From an optimization exercise on the open Yosys and OpenROAD flow, aimed at small area and a short achievable clock period; shortcuts taken in it are not production practice.
Function was checked by simulation only, so behaviour that the tests miss may differ from the original.
Power is estimated from default activity; no workload was simulated.

### config.mk
export PLATFORM = sky130hd
export DESIGN_NAME = regfile_sb
export DESIGN_NICKNAME = regfile_sb
export VERILOG_FILES = /design/flow/design.v
export SDC_FILE = /design/flow/constraint.sdc
export NUM_CORES = 4
export LEC_CHECK = 0
export CAP_MARGIN = 20
export CORE_MARGIN = 2
export CORE_UTILIZATION = 40
export SLEW_MARGIN = 20
### constraint.sdc
create_clock -name core_clock -period 6.5 [get_ports {clk}]
set_input_delay 1.3000 -clock core_clock [delete_from_list [all_inputs] [get_ports {clk}]]
set_output_delay 1.3000 -clock core_clock [all_outputs]
set_load 0.01 [all_outputs]
### design.v
module regfile_sb_entry #(
  parameter int DATA_W = 32
) (
  input  logic              clk,
  input  logic              reset,
  input  logic              wr_hit,
  input  logic              set_hit,
  input  logic [DATA_W-1:0] wr_data,
  output logic [DATA_W-1:0] data_q,
  output logic              busy_q,
  output logic              busy_d
);
  logic [DATA_W-1:0] data_d;
  always_comb begin
    data_d = data_q;
    busy_d = busy_q;
    if (reset) begin
      data_d = '0;
      busy_d = 1'b0;
    end else begin
      if (wr_hit) begin
        data_d = wr_data;
        busy_d = 1'b0;
      end
      if (set_hit) busy_d = 1'b1;
    end
  end
  always_ff @(posedge clk) begin
    data_q <= data_d;
    busy_q <= busy_d;
  end
endmodule
module regfile_sb #(
  parameter int DATA_W = 32,
  parameter int ADDR_W = 5
) (
  input  logic              clk,
  input  logic              reset,
  input  logic              rg_wrt_en,
  input  logic [ADDR_W-1:0] rg_wrt_addr,
  input  logic [DATA_W-1:0] rg_wrt_data,
  input  logic [ADDR_W-1:0] rg_rd_addr1,
  input  logic [ADDR_W-1:0] rg_rd_addr2,
  output logic [DATA_W-1:0] rg_rd_data1,
  output logic [DATA_W-1:0] rg_rd_data2,
  input  logic              sb_set_en,
  input  logic [ADDR_W-1:0] sb_set_addr,
  output logic              rd_busy1,
  output logic              rd_busy2,
  output logic              stall,
  output logic [ADDR_W:0]   pend_cnt
);
  localparam int DEPTH = 2**ADDR_W;
  localparam bit BYPASS = 1'b0;
  logic [DEPTH-1:0][DATA_W-1:0] mem;
  logic [DEPTH-1:0]             busy_q;
  logic [DEPTH-1:0]             busy_d;
  logic [ADDR_W:0]              pend_cnt_q;
  logic [ADDR_W:0]              pend_cnt_d;
  assign mem[0]    = '0;
  assign busy_q[0] = 1'b0;
  assign busy_d[0] = 1'b0;
  for (genvar i = 1; i < DEPTH; i++) begin : g_ent
    regfile_sb_entry #(.DATA_W(DATA_W)) u_ent (
      .clk     (clk),
      .reset   (reset),
      .wr_hit  (rg_wrt_en && (rg_wrt_addr == ADDR_W'(i))),
      .set_hit (sb_set_en && (sb_set_addr == ADDR_W'(i))),
      .wr_data (rg_wrt_data),
      .data_q  (mem[i]),
      .busy_q  (busy_q[i]),
      .busy_d  (busy_d[i])
    );
  end
  always_comb begin
    pend_cnt_d = '0;
    for (int k = 0; k < DEPTH; k++)
      pend_cnt_d = pend_cnt_d + {{ADDR_W{1'b0}}, busy_d[k]};
  end
  always_ff @(posedge clk) begin
    pend_cnt_q <= pend_cnt_d;
  end
  logic wr_fwd, byp1, byp2;
  assign wr_fwd = BYPASS && rg_wrt_en && !reset && (rg_wrt_addr != '0);
  assign byp1   = wr_fwd && (rg_rd_addr1 == rg_wrt_addr);
  assign byp2   = wr_fwd && (rg_rd_addr2 == rg_wrt_addr);
  assign rg_rd_data1 = byp1 ? rg_wrt_data : mem[rg_rd_addr1];
  assign rg_rd_data2 = byp2 ? rg_wrt_data : mem[rg_rd_addr2];
  assign rd_busy1    = byp1 ? 1'b0 : busy_q[rg_rd_addr1];
  assign rd_busy2    = byp2 ? 1'b0 : busy_q[rg_rd_addr2];
  assign stall       = rd_busy1 | rd_busy2;
  assign pend_cnt    = pend_cnt_q;
endmodule
### run.sh
#!/bin/bash
# synth_recipe.tcl (not shown) runs the flow's synth.tcl, then flattens the netlist and writes it again
# the make line also repeats each setting of config.mk as NAME=value (left out here)
make -C /OpenROAD-flow-scripts/flow DESIGN_CONFIG=/design/flow/config.mk WORK_HOME=/design/flow/orfs CLKGATE_MAP_FILE= SYNTH_SCRIPT=/design/flow/synth_recipe.tcl finish
==> flow_results.org, run 1 <==
** Floorplan
- Count of boundary I/O pins :: 129
- The floorplan step defined a core boundary enclosing between 100000 and 150000 sq um.
- The floorplan step defined a die boundary enclosing 134900 sq um.
- Die height :: 367.3 um
- Number of cell rows :: 133
- Horizontal extent of the die :: 367.3 um
- The initial utilization of the core area, before any placement, comes to roughly two fifths.

** Job
- Max-cap viol count :: 0

** STA
- Max transition margin :: 11.90%
- For the finished layout, the period the worst path requires is slightly above 6 ns.
- The max-slew violation count was 0.
- Setup violations remaining at the end of the flow were counted as 0.
- Final period utilization :: 95.93%
- Setup TNS after final layout :: 0 ns
- Worst setup slack after layout :: 0.2644 ns
- Worst-margin pin slew :: 1.322 ns
- For this run, the top clock speed supported by timing is 160.4 MHz.
- Final Skew :: 0.01814 ns
- RSZ-0062 raised after global routing :: no
- The number of hold-slack violations in the final timing report was 0.

** Yosys
- Post-synth top area share :: 39.02%
- For this run, the register share of the synthesized area comes to 39.02%.
- After synthesis the cells add up to 52800 sq um.
- Cell with the most instances after synthesis :: sky130_fd_sc_hd__nand2_1
- For this run, asynchronously set or reset flops after synthesis account for 0%.
- Top cells by area in the synthesized netlist :: sky130_fd_sc_hd__dfxtp_1 39%, sky130_fd_sc_hd__mux4_2 22%, sky130_fd_sc_hd__nand2_1 15%
- Number of synthesized flops with an enable pin :: 0
- Post-synthesis sequential element count :: 1029
- Counting distinct cell types in the post-synthesis netlist gives 41.
- Of the total synthesized cell area, the portion taken by AND, OR, NAND and NOR gates is 15.65%.
- Post-synth top area cell :: sky130_fd_sc_hd__dfxtp_1
- Post-Synth XOR/XNOR Area :: less than 1%
- Main combinational cell family by area after synthesis :: multiplexers
- The Yosys step of the flow raised 2 warnings.
- After synthesis, the share of cell area in mux cells is 26.33%.
- Synthesized net count :: 5898
- For this run, the leading register cell type out of synthesis is sky130_fd_sc_hd__dfxtp_1.
- The synthesized netlist devotes 13.04% of its cell area to compound gates.
- Adder and majority gate portion of the synthesized area :: 1.038%
- Synthesis handed over a netlist of roughly 5.8k instances.
- A synthesized cell averages 9.084 sq um.
- The commonest cells after synthesis are 2058 x sky130_fd_sc_hd__nand2_1, 1029 x sky130_fd_sc_hd__dfxtp_1, 1012 x sky130_fd_sc_hd__a21oi_1.

** Worst hold path
- The worst hold path belongs to the class reg2reg.
- In this run the most critical hold path is launched from g_ent[14].u_ent.data_q[8].

** Final layout
- Layout cell share with drive strength beyond 1 :: 19.35%
- Cell area after layout :: 60250 sq um
- Cells fill 45.89% of the core in the end.
- Area occupied by multi-input gates :: around 30000 sq um
- Relative to the synthesized area, the layout overhead comes to 14.11%.
- Total of fill cells in the finished design :: 12.29k
- Net count, final :: 5783
- Summing all flip-flop and latch instances after layout gives 20600 sq um.

** Global route
- The number of antenna violations at the first check in global routing was 20.
- For this run the aggregate overflow at the end of global routing stands at 0.
- Entering global routing, the biggest net connects around 220 pins.
- Wire length of the first global-routing pass :: 303.5 mm
- Global routing usage summed across all routing layers :: 30.49%
- The number of global-route vias before repair was roughly 44k.

** Setup path
- Crit path arrival time :: between 6 and 7 ns
- Reg-to-reg critical path startpoint :: g_ent[13].u_ent.busy_q
- The worst setup path is launched from a primary input.
- Largest driver fanout on the critical path :: 4
- Data on the critical path is required at its endpoint by 7.09 ns.
- Worst setup path startpoint :: rg_wrt_addr[3]
- The critical path in this run is classified as in2reg.
- CP endpoint kind :: register

** Detailed routing
- Initial DRC count :: 6797
- The detail route stage leaves a number of antenna-violating nets equal to 0.
- Total iterations of the first detailed-routing run :: 6
- Vias after detailed routing :: 46.47k
- Vias per inst :: 6.158
- Post-detailed-route DRC marker count :: 0
- Overall routed net length :: about 210 mm
- Dividing the detail-routed wire length by the instance count gives 28.04 um.

** Pwr
- The design draws 0.01456 W.
- Power spread over the standard cell area amounts to 241.7 nW/um^2.
- Summed over all cells, the static leakage comes to about 20 nW.
- Largest vdd supply drop :: 0.2236 mV

** Placed design
- The HPWL after detailed placement is 120.6 mm.
- The count of buffers added on input and output ports is ~130.
- Routability-driven placement finished with a final weighted congestion of around 0.9.
- In this run the cell area measured after placement is 56300 sq um.
- Timing analysis after detailed placement gives a worst setup slack of -0.6754 ns.

** Clock network
- The clock net in this run drives a total of slightly above 1k sinks.
- In this run the deepest clock path goes through 3 buffers.
- H-tree depth :: 3
- Clock-pin slew was measured on the worst setup and hold paths at about 0.060 ns.
- CTS tree :: done
- Clock latency on the worst-skew pair, taken at its later pin, is 0.72 ns.
- Hold Buf Count CTS :: 0
- Total clock buffers created by CTS :: 110
- Cell at the root of the clock tree :: sky130_fd_sc_hd__clkbuf_16

** Run status
- Result of the run :: finished clean
-- worst max-delay path, cell delays in order --
cell                              delay (ns)
sky130_fd_sc_hd__clkdlybuf4s50_1        0.48
sky130_fd_sc_hd__buf_4                  0.20
sky130_fd_sc_hd__nor3_4                 0.24
sky130_fd_sc_hd__nand2_2                0.09
sky130_fd_sc_hd__a22oi_1                0.14
sky130_fd_sc_hd__nor2_1                 0.10
sky130_fd_sc_hd__fa_1                   0.56
sky130_fd_sc_hd__inv_1                  0.05
sky130_fd_sc_hd__fa_1                   0.50
sky130_fd_sc_hd__inv_1                  0.06
sky130_fd_sc_hd__fa_1                   0.48
sky130_fd_sc_hd__fa_1                   0.50
sky130_fd_sc_hd__fa_1                   0.50
sky130_fd_sc_hd__inv_1                  0.05
sky130_fd_sc_hd__fa_1                   0.45
sky130_fd_sc_hd__fa_2                   0.38
sky130_fd_sc_hd__fa_2                   0.40
sky130_fd_sc_hd__inv_1                  0.06
sky130_fd_sc_hd__a21o_1                 0.10
sky130_fd_sc_hd__a21oi_1                0.07
sky130_fd_sc_hd__xnor2_1                0.13
-- per-stage QoR --
step,hold slack (ns),cells
2_1_floorplan,0.4424,5812
3_3_place_gp,0.4484,7338
3_5_place_dp,0.4562,7339
4_1_cts,0.4643,7538
5_1_grt,0.4779,7539
6_report,0.4637,7546
-- kinds of logic after synthesis --
kind of cell / after synthesis
multiplexers: 724
AO/OA/AOI/OAI: 1244
flip-flops: 1029
adder cells (fa/ha/maj): 30
XOR/XNOR: 3
buffers and inverters: 620
AND/OR/NAND/NOR: 2162
-- repair_timing --
action	in CTS	in global routing
endpoints found under the setup margin	0	5
gates resized for setup	0	8
buffers inserted	0	1
endpoints found under the hold margin	0	0
-- sequential cells by signal (all words and copies together), names as in the netlist --
register and flops:
g_ent.u_ent.busy_q 31, pend_cnt_q 6, g_ent.u_ent.data_q 992
-- power by group --
| group | switching (W) | leakage (nW) | internal, W |
|---|---|---|---|
| sequential | 0.0000353 | 8.30 | 0.00636 |
| clock | 0.00281 | 1.93 | 0.00405 |
| combinational | 0.000868 | 9.51 | 0.000445 |
| total | 0.00371 | 19.7 | 0.0109 |
-- layout by cell type (no fill, tap or decap), types with 12 or more instances in the layout --
master / n
sky130_fd_sc_hd__clkbuf_8: 27
sky130_fd_sc_hd__mux2_2: 69
sky130_fd_sc_hd__fa_1: 21
sky130_fd_sc_hd__mux2i_1: 130
sky130_fd_sc_hd__a22o_1: 64
sky130_fd_sc_hd__dfxtp_1: 1029
sky130_fd_sc_hd__bufinv_16: 15
sky130_fd_sc_hd__inv_1: 27
sky130_fd_sc_hd__a22oi_1: 78
sky130_fd_sc_hd__nor2_1: 24
sky130_fd_sc_hd__clkbuf_16: 112
sky130_fd_sc_hd__clkdlybuf4s50_1: 107
sky130_fd_sc_hd__nor2_4: 14
sky130_fd_sc_hd__clkinv_2: 22
sky130_fd_sc_hd__o21a_1: 64
sky130_fd_sc_hd__clkbuf_1: 12
sky130_fd_sc_hd__a21oi_1: 1012
sky130_fd_sc_hd__nand2_1: 2026
sky130_fd_sc_hd__buf_12: 31
sky130_fd_sc_hd__nand2_2: 31
sky130_fd_sc_hd__mux4_2: 525
sky130_fd_sc_hd__buf_4: 209
sky130_fd_sc_hd__a21o_1: 19
-- area by class of cell --
class                           count  share of cell area, %
Tap cell                         1755                  3.645
Antenna cell                        7                0.02908
Multi-Input combinational cell   4163                  49.77
Clock inverter                     48                  1.148
Timing Repair Buffer              366                  5.699
Sequential cell                  1029                  34.19
Inverter                           27                 0.1682
Clock buffer                      151                  5.344
-- path summary, 6_finish.rpt --
check	slack, ns	end	cells past startpoint
hold / removal	0.46	g_ent[14].u_ent.data_q[8]	2
hold reg to reg	0.46	g_ent[14].u_ent.data_q[8]	2
setup / recovery	0.26	pend_cnt_q[4]	21
setup reg to reg	1.38	pend_cnt_q[4]	16
-- routing by layer --
metal  vias up  GRT usage, %  wire length (um)
met5         -             0               138
met4        20         13.02             10570
met3       596         9.369             30410
met2      3048         44.03             89210
met1     22760         42.06             81270
li1      20050             -                 -
==> run 2: changes to the inputs <==
==> design.v (replaced) <==
module regfile_sb #(
  parameter int DATA_W = 32,
  parameter int ADDR_W = 5
) (
  input  logic              clk,
  input  logic              reset,
  input  logic              rg_wrt_en,
  input  logic [ADDR_W-1:0] rg_wrt_addr,
  input  logic [DATA_W-1:0] rg_wrt_data,
  input  logic [ADDR_W-1:0] rg_rd_addr1,
  input  logic [ADDR_W-1:0] rg_rd_addr2,
  output logic [DATA_W-1:0] rg_rd_data1,
  output logic [DATA_W-1:0] rg_rd_data2,
  input  logic              sb_set_en,
  input  logic [ADDR_W-1:0] sb_set_addr,
  output logic              rd_busy1,
  output logic              rd_busy2,
  output logic              stall,
  output logic [ADDR_W:0]   pend_cnt
);
  localparam int DEPTH = 2**ADDR_W;
  logic [DEPTH-1:0][DATA_W-1:0] mem;
  logic [DEPTH-1:0]             busy_q;
  logic [DEPTH-1:0]             wr_hit, set_hit, ld, sel1, sel2;
  logic [DATA_W-1:0]            wr_data_g;
  logic [ADDR_W:0]              pend_cnt_q;
  assign wr_data_g = rg_wrt_data & {DATA_W{~reset}};
  assign mem[0]     = '0;
  assign busy_q[0]  = 1'b0;
  assign wr_hit[0]  = 1'b0;
  assign set_hit[0] = 1'b0;
  assign ld[0]      = 1'b0;
  assign sel1[0]    = 1'b0;
  assign sel2[0]    = 1'b0;
  for (genvar i = 1; i < DEPTH; i++) begin : g_ent
    assign wr_hit[i]  = rg_wrt_en && (rg_wrt_addr == ADDR_W'(i));
    assign set_hit[i] = sb_set_en && (sb_set_addr == ADDR_W'(i));
    assign ld[i]      = reset || wr_hit[i];
    assign sel1[i]    = (rg_rd_addr1 == ADDR_W'(i));
    assign sel2[i]    = (rg_rd_addr2 == ADDR_W'(i));
    logic [DATA_W-1:0] data_q;
    logic              bsy_q;
    always_ff @(posedge clk) begin
      if (ld[i]) data_q <= wr_data_g;
    end
    always_ff @(posedge clk) begin
      if (reset)           bsy_q <= 1'b0;
      else if (set_hit[i]) bsy_q <= 1'b1;
      else if (wr_hit[i])  bsy_q <= 1'b0;
    end
    assign mem[i]    = data_q;
    assign busy_q[i] = bsy_q;
  end
  always_comb begin
    rg_rd_data1 = '0;
    rg_rd_data2 = '0;
    rd_busy1    = 1'b0;
    rd_busy2    = 1'b0;
    for (int k = 1; k < DEPTH; k++) begin
      rg_rd_data1 = rg_rd_data1 | (mem[k] & {DATA_W{sel1[k]}});
      rg_rd_data2 = rg_rd_data2 | (mem[k] & {DATA_W{sel2[k]}});
      rd_busy1    = rd_busy1 | (busy_q[k] & sel1[k]);
      rd_busy2    = rd_busy2 | (busy_q[k] & sel2[k]);
    end
  end
  assign stall = rd_busy1 | rd_busy2;
  logic inc, dec;
  assign inc = |(set_hit & ~busy_q);
  assign dec = |(wr_hit & busy_q & ~set_hit);
  always_ff @(posedge clk) begin
    if (reset)            pend_cnt_q <= '0;
    else if (inc && !dec) pend_cnt_q <= pend_cnt_q + 1'b1;
    else if (dec && !inc) pend_cnt_q <= pend_cnt_q - 1'b1;
  end
  assign pend_cnt = pend_cnt_q;
endmodule
==> run 2 against run 1 <==
Against the previous run:
- register-to-register slack improved by 1.7 ns
- global-route usage rose by 6.6 points
- via count fell by 19%
- clock power is 8.3% lower
- critical endpoint is now rg_rd_data1[1]
- the layout now fails its checks (negative setup slack)
- combinational power grew 18%
- worst setup slack worse by 0.27 ns
- non-clock buffer count shrank 22
- highest routed layer unchanged
==> flow_results.org, run 2 <==
** Run status
- The run finished, with violations left.
- A clean result was blocked by negative setup slack.

** Yosys
- Most used flip-flop cell after synthesis :: sky130_fd_sc_hd__edfxtp_1
- For this run, the number of Yosys warnings is 1.
- Cell area after technology mapping :: 44720 sq um
- Yosys attributes the largest share of cell area to sky130_fd_sc_hd__edfxtp_1 67%, sky130_fd_sc_hd__a22oi_1 15%, sky130_fd_sc_hd__nand2_1 3.1%.
- Register area share after synthesis :: 68.26%
- In the synthesized netlist, the number of instances is ~3.3k.
- Number of synthesized flops with an enable pin :: 992
- Post-synth top area share :: between 60 and 70%
- Synthesized net count :: between 3k and 4k
- After synthesis, the share of flip-flops with an asynchronous set or reset is 0%.
- Distinct cells, synth :: 60
- Most frequent cells after synthesis :: 992 x sky130_fd_sc_hd__edfxtp_1, 884 x sky130_fd_sc_hd__a22oi_1, 372 x sky130_fd_sc_hd__nand2_1
- Avg Inst Size Synth :: 13.43 sq um
- Summed over all instances, the cell type with the most area after synthesis is sky130_fd_sc_hd__edfxtp_1.
- Post-synthesis sequential element count :: 1029
- Cell with the most instances after synthesis :: sky130_fd_sc_hd__edfxtp_1

** Clock network
- Longest Clk Path Bufs :: 3
- Hold Buf Count CTS :: 0
- Cell at the root of the clock tree :: sky130_fd_sc_hd__clkbuf_16
- The later pin in the worst-skew pair is clocked with a latency of 0.71 ns.
- H-tree depth :: 3
- TritonCTS built the clock tree.
- Total clock buffers created by CTS :: 107
- Clock edge transition at the registers on the reported setup and hold paths :: 0.06 ns
- For this design, the sink count on the clock tree is 1029.
- The number of setup buffers added after CTS is 0.
- # resized after CTS :: 0

** Global route
- Global routing used 37.04% of the available tracks.
- Vias in the first global route :: 35.74k
- Entering global routing, the biggest net connects 65 pins.
- The total overflow left after global routing is 0.
- Initial antenna violation count :: 5
- The first global-routing pass estimated 293.7 mm of wire.

** Setup path
- Reg-to-reg critical path startpoint :: g_ent[17].bsy_q
- Worst reg2reg path endpoint :: pend_cnt_q[5]
- Number of cells on the worst reg-to-reg path :: 13
- CP endpoint kind :: primary output
- Slack of the worst reg-to-reg path :: 3.09 ns
- Worst setup path class :: in2out
- Crit path arrival time :: 5.21 ns
- The worst setup path is launched from a primary input.
- Largest driver fanout on the critical path :: 16
- Required @ worst endpoint :: 5.20 ns

** Detailed routing
- For this run, design rule violations remaining after detail routing come to 0.
- Overall routed net length :: 219.2 mm
- Final ANT Viol Nets :: 0
- In the routed layout, each cell is associated on average with a via count of 7.395.
- Routed met2 length :: approximately 88 mm
- Routed met1 length :: 73.62 mm
- The detailed router finished its first iteration with around 9.1k violations.
- Max layer used :: met5
- The detailed router placed 37.82k vias in this run.
- Summed over all nets, wire length on met3 after detailed routing comes to 38.55 mm.
- Before antenna repair, the detailed router went through 9 iterations.
- Dividing the detail-routed wire length by the instance count gives 42.85 um.

** STA
- Setup repair after global routing left no endpoint under its margin.
- Post-route minimum period :: 6.506 ns
- At the pin with the least slew margin, the transition time is ~1.2 ns.
- The max-slew violation count came to 0.
- Worst setup slack after layout :: -0.006022 ns
- Count of final hold-check violations :: 0
- Max transition margin :: 17.15%
- Final hold analysis gives a worst-case slack of around 0.53 ns.
- The final critical path takes up 100.1% of the cycle.
- Final setup violation count :: 1
- For the final database, setup skew stands at between 0.007 and 0.008 ns.
- Derived from the worst setup path, the maximum achievable clock frequency is 153.7 MHz.

** Final layout
- Final core area utilization :: between 40% and 50%
- Most used cells in the layout excluding fill and tap cells :: 992 x sky130_fd_sc_hd__edfxtp_1, 884 x sky130_fd_sc_hd__a22oi_1, 372 x sky130_fd_sc_hd__nand2_1, 172 x sky130_fd_sc_hd__buf_4, 126 x sky130_fd_sc_hd__clkdlybuf4s50_1
- Area occupied by multi-input gates :: 13780 sq um
- The filler cells instantiated in the layout total 9747.
- Net count, final :: 3599
- The register with the most flip-flops in the layout has 992 of them.
- Biggest regs :: g_ent.data_q x992, g_ent.bsy_q x31, pend_cnt_q x6
- Final non-filler cell total :: roughly 5.1k
- Flip-flop and latch area :: 30530 sq um
- Relative to the synthesized area, the layout overhead comes to 18.94%.
- Ranked by flip-flop count, first place goes to g_ent.data_q.
- The library cell used most frequently in the layout, excluding fill and tap cells, is sky130_fd_sc_hd__edfxtp_1.
- Cells with a size suffix above 1 make up between 10 and 15% of the layout.

** Placed design
- HPWL after detailed placement :: 121.0 mm
- Routability-driven placement finished with a final weighted congestion of 0.9534.
- Number of port buffers :: 128
- Placed cells :: 4916

** Pwr
- Sequential cells account for about half of the total power.
- The internal power of the cells totals approximately 0.012 W.
- In this run the power spent charging and discharging nets is approximately 0.0041 W.
- Fraction of power consumed by combinational cells :: 9.5%
- In this run the power density over the cells is between 300 and 400 nW/um^2.
- Post-route total power :: between 0.015 and 0.02 W
- The worst-case IR drop observed on VDD is 0.2304 mV.
- For this design the static power due to leakage is 18.22 nW.
- Net switching is 25.56% of the power.
- Relative contribution of the clock network to total power :: 39.1%

** Job
- Max-cap violations in this run came to 0.

** Floorplan
- 129 I/O pins were placed.
- Horizontal extent of the die :: around 340 um
- Starting density of the core :: 40.36%
- Number of cell rows :: ~120
- Die height :: 338.4 um
- The core region is between 100000 and 150000 sq um.
- Total die area :: about 110000 sq um

** Worst hold path
- The tightest min-delay check is of the reg2reg type.
- The worst hold path was traced through 2 stages.
- The worst hold path terminates at pend_cnt_q[5].
- The worst hold path begins at pend_cnt_q[5].
[run 2: changes by cell type in the layout (fill, tap and decap cells not counted), sizes merged, moves of 83 or more]
cell	change
mux4	-525
nand2	-1686
nor2	+83
a21oi	-971
dfxtp	-992
mux2i	-114
nand4	+93
a22oi	+806
edfxtp	+992
[run 2: per-layer routing]
layer	vias to the layer above	GRT usage, %
met3	1150	13.72
li1	14110	-
met5	-	0
met2	4341	52.36
met4	6	24.06
met1	18220	47.68
[run 2: worst max path at each step]
stage | from | endpoint | cells past startpoint
after floorplan | rg_rd_addr2[3] | stall | 8
after global placement | rg_rd_addr1[4] | rg_rd_data1[1] | 12
after detailed placement | rg_rd_addr1[4] | rg_rd_data1[1] | 12
after CTS | rg_rd_addr1[4] | rg_rd_data1[1] | 12
after global routing | rg_rd_addr1[4] | rg_rd_data1[1] | 12
final | rg_rd_addr1[4] | rg_rd_data1[1] | 12
[run 2: layout make-up]
type	count	area share (%)
flip-flops and latches	1029	57.39
multi-input cells	2045	25.90
repair buffers	344	6.501
clock buffers	126	5.267
well taps	1488	3.500
clock inverters	72	1.364
inverters	10	0.07057
diodes	1	0.004704
[run 2: power by group through the flow]
stage	Sequential, W	Combinational, W	Clock [W]
6_report	0.00828	0.00154	0.00629
5_1_grt	0.00832	0.00156	0.00653
4_1_cts	0.00826	0.00147	0.00627
3_5_place_dp	0.00839	0.00146	0
3_3_place_gp	0.00839	0.00146	0
2_1_floorplan	0.00825	0.000638	0
[run 2: cells by family after synthesis]
logic type / Yosys count / synth area share, %
DFF: 1029 / 68.26
AOI/OAI and AO/OA: 1073 / 18.05
muxes: 20 / 0.4588
and+or+nand+nor: 941 / 10.41
buffers and inverters: 257 / 2.535
xor gates and xnor gates: 5 / 0.09794
adders and majority gates: 6 / 0.1846
[run 2: worst max-delay path: stages]
cell and delay [ns]:
sky130_fd_sc_hd__clkdlybuf4s50_1 0.99, sky130_fd_sc_hd__buf_4 0.28, sky130_fd_sc_hd__nand3_1 0.15, sky130_fd_sc_hd__buf_4 0.24, sky130_fd_sc_hd__nor2_4 0.60, sky130_fd_sc_hd__buf_4 0.36
sky130_fd_sc_hd__buf_4 0.23, sky130_fd_sc_hd__a22oi_1 0.09, sky130_fd_sc_hd__nand4_1 0.10, sky130_fd_sc_hd__nor2_1 0.05, sky130_fd_sc_hd__nand2_1 0.18, sky130_fd_sc_hd__clkdlybuf4s50_1 0.59
[run 2: per-stage QoR]
step                cell area [sq um]  setup slack (ns)   TNS [ns]
floorplan                       44720             2.200          0
global placement                49590            0.2516          0
detailed placement              49610            0.2031          0
CTS                             53140            0.1898          0
global route                    53190           0.03670          0
finish                          53190         -0.006022  -0.006022
==> run 3: changes to the inputs <==
--- a/design.v
+++ b/design.v
@@ -1,2 +1,35 @@
+module rf_aoi222 (
+  input  logic a0, b0, a1, b1, a2, b2,
+  output logic y
+);
+  assign y = ~((a0 & b0) | (a1 & b1) | (a2 & b2));
+endmodule
+module rf_nand2 (
+  input  logic a, b,
+  output logic y
+);
+  assign y = ~(a & b);
+endmodule
+module rf_rdport #(
+  parameter int W = 33
+) (
+  input  logic [31:1]        sel,
+  input  logic [31:1][W-1:0] ent,
+  output logic [W-1:0]       dout
+);
+  for (genvar b = 0; b < W; b++) begin : g_bit
+    logic [10:0] yn;
+    for (genvar g = 0; g < 10; g++) begin : g_grp
+      rf_aoi222 u_aoi (
+        .a0 (sel[3*g+1]), .b0 (ent[3*g+1][b]),
+        .a1 (sel[3*g+2]), .b1 (ent[3*g+2][b]),
+        .a2 (sel[3*g+3]), .b2 (ent[3*g+3][b]),
+        .y  (yn[g])
+      );
+    end
+    rf_nand2 u_nd (.a (sel[31]), .b (ent[31][b]), .y (yn[10]));
+    assign dout[b] = ~&yn;
+  end
+endmodule
 module regfile_sb #(
   parameter int DATA_W = 32,
@@ -25,4 +58,5 @@
   logic [DATA_W-1:0]            wr_data_g;
   logic [ADDR_W:0]              pend_cnt_q;
+  logic [DEPTH-1:1][DATA_W:0]   ent_rd;
   assign wr_data_g = rg_wrt_data & {DATA_W{~reset}};
   assign mem[0]     = '0;
@@ -51,17 +85,16 @@
     assign mem[i]    = data_q;
     assign busy_q[i] = bsy_q;
+    assign ent_rd[i] = {bsy_q, data_q};
   end
-  always_comb begin
-    rg_rd_data1 = '0;
-    rg_rd_data2 = '0;
-    rd_busy1    = 1'b0;
-    rd_busy2    = 1'b0;
-    for (int k = 1; k < DEPTH; k++) begin
-      rg_rd_data1 = rg_rd_data1 | (mem[k] & {DATA_W{sel1[k]}});
-      rg_rd_data2 = rg_rd_data2 | (mem[k] & {DATA_W{sel2[k]}});
-      rd_busy1    = rd_busy1 | (busy_q[k] & sel1[k]);
-      rd_busy2    = rd_busy2 | (busy_q[k] & sel2[k]);
-    end
-  end
+  rf_rdport #(.W(DATA_W + 1)) u_rd1 (
+    .sel  (sel1[DEPTH-1:1]),
+    .ent  (ent_rd),
+    .dout ({rd_busy1, rg_rd_data1})
+  );
+  rf_rdport #(.W(DATA_W + 1)) u_rd2 (
+    .sel  (sel2[DEPTH-1:1]),
+    .ent  (ent_rd),
+    .dout ({rd_busy2, rg_rd_data2})
+  );
   assign stall = rd_busy1 | rd_busy2;
   logic inc, dec;
--- a/config.mk
+++ b/config.mk
@@ -9,3 +9,5 @@
 export CORE_MARGIN = 2
 export CORE_UTILIZATION = 40
+export SETUP_SLACK_MARGIN = 3.0
 export SLEW_MARGIN = 20
+export SYNTH_HIERARCHICAL = 1
==> run 3 against run 2 <==
Against the previous run:
- the run now finishes clean
- register-to-register slack gained 0.16 ns
- fmax grew 35%
- final area grew 3.8%
- clock power shrank 4.1%
- routed wire length shrank 12%
- sequential share of layout area shrank 2.1 points
- final cell count shrank 10%
- via count shrank 5.7%
- count of clock-buffer cells in the layout shrank 1
- highest routed layer unchanged
==> flow_results.org, run 3 <==
** Yosys
- Ranked by instance count, the synthesized netlist is headed by 992 x sky130_fd_sc_hd__edfxtp_1, 660 x sky130_fd_sc_hd__a222oi_1, 146 x sky130_fd_sc_hd__nand4_1.
- After technology mapping, the gate count stands at 2485.
- Post-synth top area share :: 71.54%
- The synthesized netlist contains between 50 and 60 unique library cells.
- Averaged over all synthesized cells, the footprint is 16.76 sq um.
- Synth Warn # :: 7
- Cell with the most instances after synthesis :: sky130_fd_sc_hd__edfxtp_1
- Cell area after technology mapping :: 41640 sq um
- Number of synthesized flops with an enable pin :: roughly 1000
- For this run, asynchronously set or reset flops after synthesis account for 0%.
- Post-synthesis sequential element count :: 1029
- Synthesized net count :: 2547
- Of the synthesized area, sequential elements account for about three quarters.
- Of all cell types, the one taking the most synthesized area is sky130_fd_sc_hd__edfxtp_1.
- Most used flip-flop cell after synthesis :: sky130_fd_sc_hd__edfxtp_1
- Top cells by area in the synthesized netlist :: sky130_fd_sc_hd__edfxtp_1 72%, sky130_fd_sc_hd__a222oi_1 16%, sky130_fd_sc_hd__nand4_1 2.2%

** Detailed routing
- Initial DRC count :: just under 10k
- Overall routed net length :: 193.0 mm
- Total iterations of the first detailed-routing run :: 14
- For this run, design rule violations remaining after detail routing come to 0.
- Wire length per cell :: 41.95 um
- In this run the remaining antenna-violating nets after routing total 0.
- Vias per inst :: 7.754
- Detailed routing inserted a total of 35.67k vias.

** Clock network
- Counting every sink on the clock net gives about 1.0k.
- Cell at the root of the clock tree :: sky130_fd_sc_hd__clkbuf_16
- CTS tree :: done
- Hold Buf Count CTS :: 0
- For the worst-skew pair, the clock arrives at the later sink with an insertion delay of 0.68 ns.
- CTS built an H-tree with a depth of 3.
- Clock-pin slew was measured on the worst setup and hold paths at 0.06 ns.
- TritonCTS created around 110 clock buffers.
- Longest Clk Path Bufs :: 3

** Pwr
- Sequential cells account for 51.3% of the total power.
- Summed over all cells, the static leakage comes to 18.69 nW.
- Net Sw Power :: 0.003999 W
- Per report_power, the combinational group accounts for 11.0% of the total.
- For this design the ratio of total power to cell area is 290.1 nW/um^2.
- Switching share of power :: 24.96%
- Cell internal power was estimated by the tool at 0.01202 W.
- The worst-case IR drop observed on VDD is ~0.24 mV.
- The clock network burns 37.7% of the power.

** Setup path
- The critical path is of the in2out type.
- The worst setup path is captured at a primary output.
- Reg-to-reg critical path startpoint :: g_ent[30].bsy_q
- Crit path arrival time :: 3.53 ns
- Largest driver fanout on the critical path :: 5
- Worst setup path startpoint :: rg_rd_addr1[3]
- Required @ worst endpoint :: 5.20 ns
- The worst setup path is launched from a primary input.

** Floorplan
- Count of boundary I/O pins :: about 130
- Area of the placeable core :: 103300 sq um
- The die covers 106700 sq um.
- The die is 326.6 um tall.
- From left edge to right edge, the die measures about 330 um.
- Number of cell rows :: 118
- For this configuration, the core starts out at a cell density of approximately two fifths.

** Global route
- Global route total overflow :: 0
- Global routing used 34.39% of the available tracks across all layers.
- Vias in the first global route :: 34.15k
- The first global-routing pass estimated roughly 260 mm of wire.
- Largest net degree at the start of global routing :: 73
- The number of antenna violations at the first check in global routing came to 4.

** Final layout
- Area growth syn-to-layout :: 32.60%
- The register with the most flip-flops in the layout has 992 of them.
- Of the cells placed in the final design, the portion with a size suffix greater than 1 is 29.56%.
- The count of cells in the finished layout, fillers not included, comes to 4600.
- The library cells used most frequently in the layout, excluding fill and tap cells, are 992 x sky130_fd_sc_hd__edfxtp_1, 660 x sky130_fd_sc_hd__a222oi_1, 217 x sky130_fd_sc_hd__buf_4, 160 x sky130_fd_sc_hd__buf_6, 146 x sky130_fd_sc_hd__nand4_1.
- The finished cells cover 55210 sq um.
- Most flop-heavy register :: g_ent.data_q
- Most common library cell in the layout ignoring fill and taps :: sky130_fd_sc_hd__edfxtp_1
- After the last flow step, the layout net total stands at 3192.
- Biggest regs :: g_ent.data_q x992, g_ent.bsy_q x31, pend_cnt_q x6
- The layout has 8180 filler cells.

** Placed design
- Placed cells :: roughly 4.1k
- The congestion estimate from routability-driven global placement came to 0.9247.
- HPWL after detailed placement :: 104.8 mm
- Number of port buffers :: around 130
- Cell area reported after detailed placement :: 46730 sq um

** Job
- Max-cap violations in this run came to 0.

** STA
- Setup repair after global routing could not meet its margin everywhere.
- Final setup violation count :: 0
- Post-route minimum period :: 4.826 ns
- Worst-margin pin slew :: 1.220 ns
- Hold is met by 0.5176 ns.
- Setup total negative slack on the finished layout was measured at 0 ns.
- Measured against its own limit, the worst slew margin works out to between 10% and 20%.
- The max-slew violation count was 0.
- The number of hold-slack violations in the final timing report is 0.
- Top achievable clock speed :: a little over 200 MHz
- Final Skew :: 0.01625 ns
- Final period utilization :: 74.25%

** Worst hold path
- Start point of the worst hold path :: pend_cnt_q[5]
- Classification of the worst-slack hold path :: reg2reg

** Run status
- Result of the run :: finished clean
-- run 3: changes by cell type after synthesis, moves of 24 or more --
cell,previous run,this run
sky130_fd_sc_hd__nor4_1,48,1
sky130_fd_sc_hd__nand2_1,372,117
sky130_fd_sc_hd__a222oi_1,54,660
sky130_fd_sc_hd__nor2_1,123,99
sky130_fd_sc_hd__buf_2,108,3
sky130_fd_sc_hd__or3_1,3,71
sky130_fd_sc_hd__clkbuf_1,112,40
sky130_fd_sc_hd__nand4_1,94,146
sky130_fd_sc_hd__nor3_1,48,23
sky130_fd_sc_hd__a22oi_1,884,8
-- run 3: kinds of logic (layout without fill, tap and decap cells) --
kind of cell    after synthesis  after routing  synth area share (%)
compound gates              741            741                 17.20
xor+xnor                      5              5                0.1052
fa+ha+maj                     6              6                0.1983
buf+inv                      48            764                0.4868
flops                      1029           1029                 73.32
mux                           7              7                0.1683
other cells                   0              3                     0
simple gates                649            665                 8.516
-- run 3: power by group through the flow --
stage	Sequential [W]	Combinational, W	Clock, W
after CTS	0.00820	0.00165	0.00601
after detailed placement	0.00833	0.00145	0
final	0.00822	0.00177	0.00603
after global routing	0.00827	0.00179	0.00628
after floorplan	0.00824	0.000723	0
after global placement	0.00829	0.00143	0
-- run 3: Yosys stat by module, one instance, submodules excluded, a selection --
| module | flops+latches | copies in the design | area, sq um |
|---|---|---|---|
| rf_nand2 | 0 | 66 | 3.754 |
| rf_aoi222 | 0 | 660 | 10.01 |
| regfile_sb | 1029 | 1 | 33210 |
-- run 3: final timing paths --
path	depth (start not counted)	endpoint	slack, ns
worst max-delay path	10	stall	1.67
worst min-delay path	2	pend_cnt_q[5]	0.52
worst max register to register	12	pend_cnt_q[5]	3.25
worst min register to register	2	pend_cnt_q[5]	0.52
-- run 3: layout make-up --
cell class | instances | area [sq um] | area share, %
antenna | 3 | 7.507 | 0.01360
sequential | 1029 | 30530 | 55.29
tap | 1380 | 1727 | 3.127
clock inverter | 69 | 630.6 | 1.142
inverter | 2 | 15.01 | 0.02719
clock buffer | 125 | 2745 | 4.972
timing repair buffer | 568 | 6870 | 12.44
multi-input combinational | 1424 | 12690 | 22.98
-- run 3: repair_timing --
action / in CTS / in global routing
pin swaps: 436 / 255
buffers inserted: 226 / 48
resized for setup: 743 / 75
cloned: 40 / 8
endpoints found under the setup margin: 154 / 72
-- run 3: per-stage QoR --
step / power (W) / utilization [%] / setup slack, ns
2_1_floorplan: 0.008968 / - / 2.075
3_3_place_gp: 0.009713 / 45.16 / 0.3603
3_5_place_dp: 0.009781 / 45.22 / 0.3437
4_1_cts: 0.01586 / 52.51 / 1.859
5_1_grt: 0.01634 / 53.42 / 1.699
6_report: 0.01602 / 53.42 / 1.674
-- run 3: worst max-delay path, stage by stage --
cell	delay, ns
sky130_fd_sc_hd__buf_12	0.11
sky130_fd_sc_hd__nand2b_4	0.18
sky130_fd_sc_hd__buf_4	0.14
sky130_fd_sc_hd__nor3_4	0.08
sky130_fd_sc_hd__buf_6	0.16
sky130_fd_sc_hd__a222oi_1	0.42
sky130_fd_sc_hd__nand4_1	0.29
sky130_fd_sc_hd__or3_4	0.48
sky130_fd_sc_hd__or2_4	0.24
sky130_fd_sc_hd__buf_6	0.12
-- run 3: metal layers --
| metal | track usage (%) | vias up | wire length, um |
|---|---|---|---|
| met5 | 0 | - | 141 |
| met4 | 21.55 | 10 | 15360 |
| met3 | 12.38 | 888 | 34640 |
| met2 | 49.57 | 4069 | 80110 |
| met1 | 44.12 | 17450 | 62720 |
| li1 | - | 13250 | - |

[afterwards: timing with drivers on the ports]
In the flow no input, the clock included, has a driving cell. The finished layouts below were timed again as built, in two steps.
Step 1, drivers: a clkbuf_16 drives clk and a buf_2 each remaining input, both assumed.
Step 2 adds t to the input delays and takes it off the output delays; t is the mean of the earliest and latest rising clock arrival at the registers after step 1. Input paths then give back, and output paths get back, about the clock's delay inside the block.
Slacks: ideal / step 1 / step 2; pairs: ideal / step 1.
run	t (ns)	slack for setup (ns)	worst slew at a driven data input, ns
run 1	0.792	0.264 / 0.312 / -0.480	0.30
run 2	0.782	-0.006 / -0.032 / -0.032	0.05
run 3	0.760	1.674 / 1.534 / 1.534	0.21
With both steps, setup timing fails in run 1, where it was met with ideal ports. For run 1, which loses most, drivers alone change the setup slack by +0.048 ns; drivers and shift together by -0.744 ns.
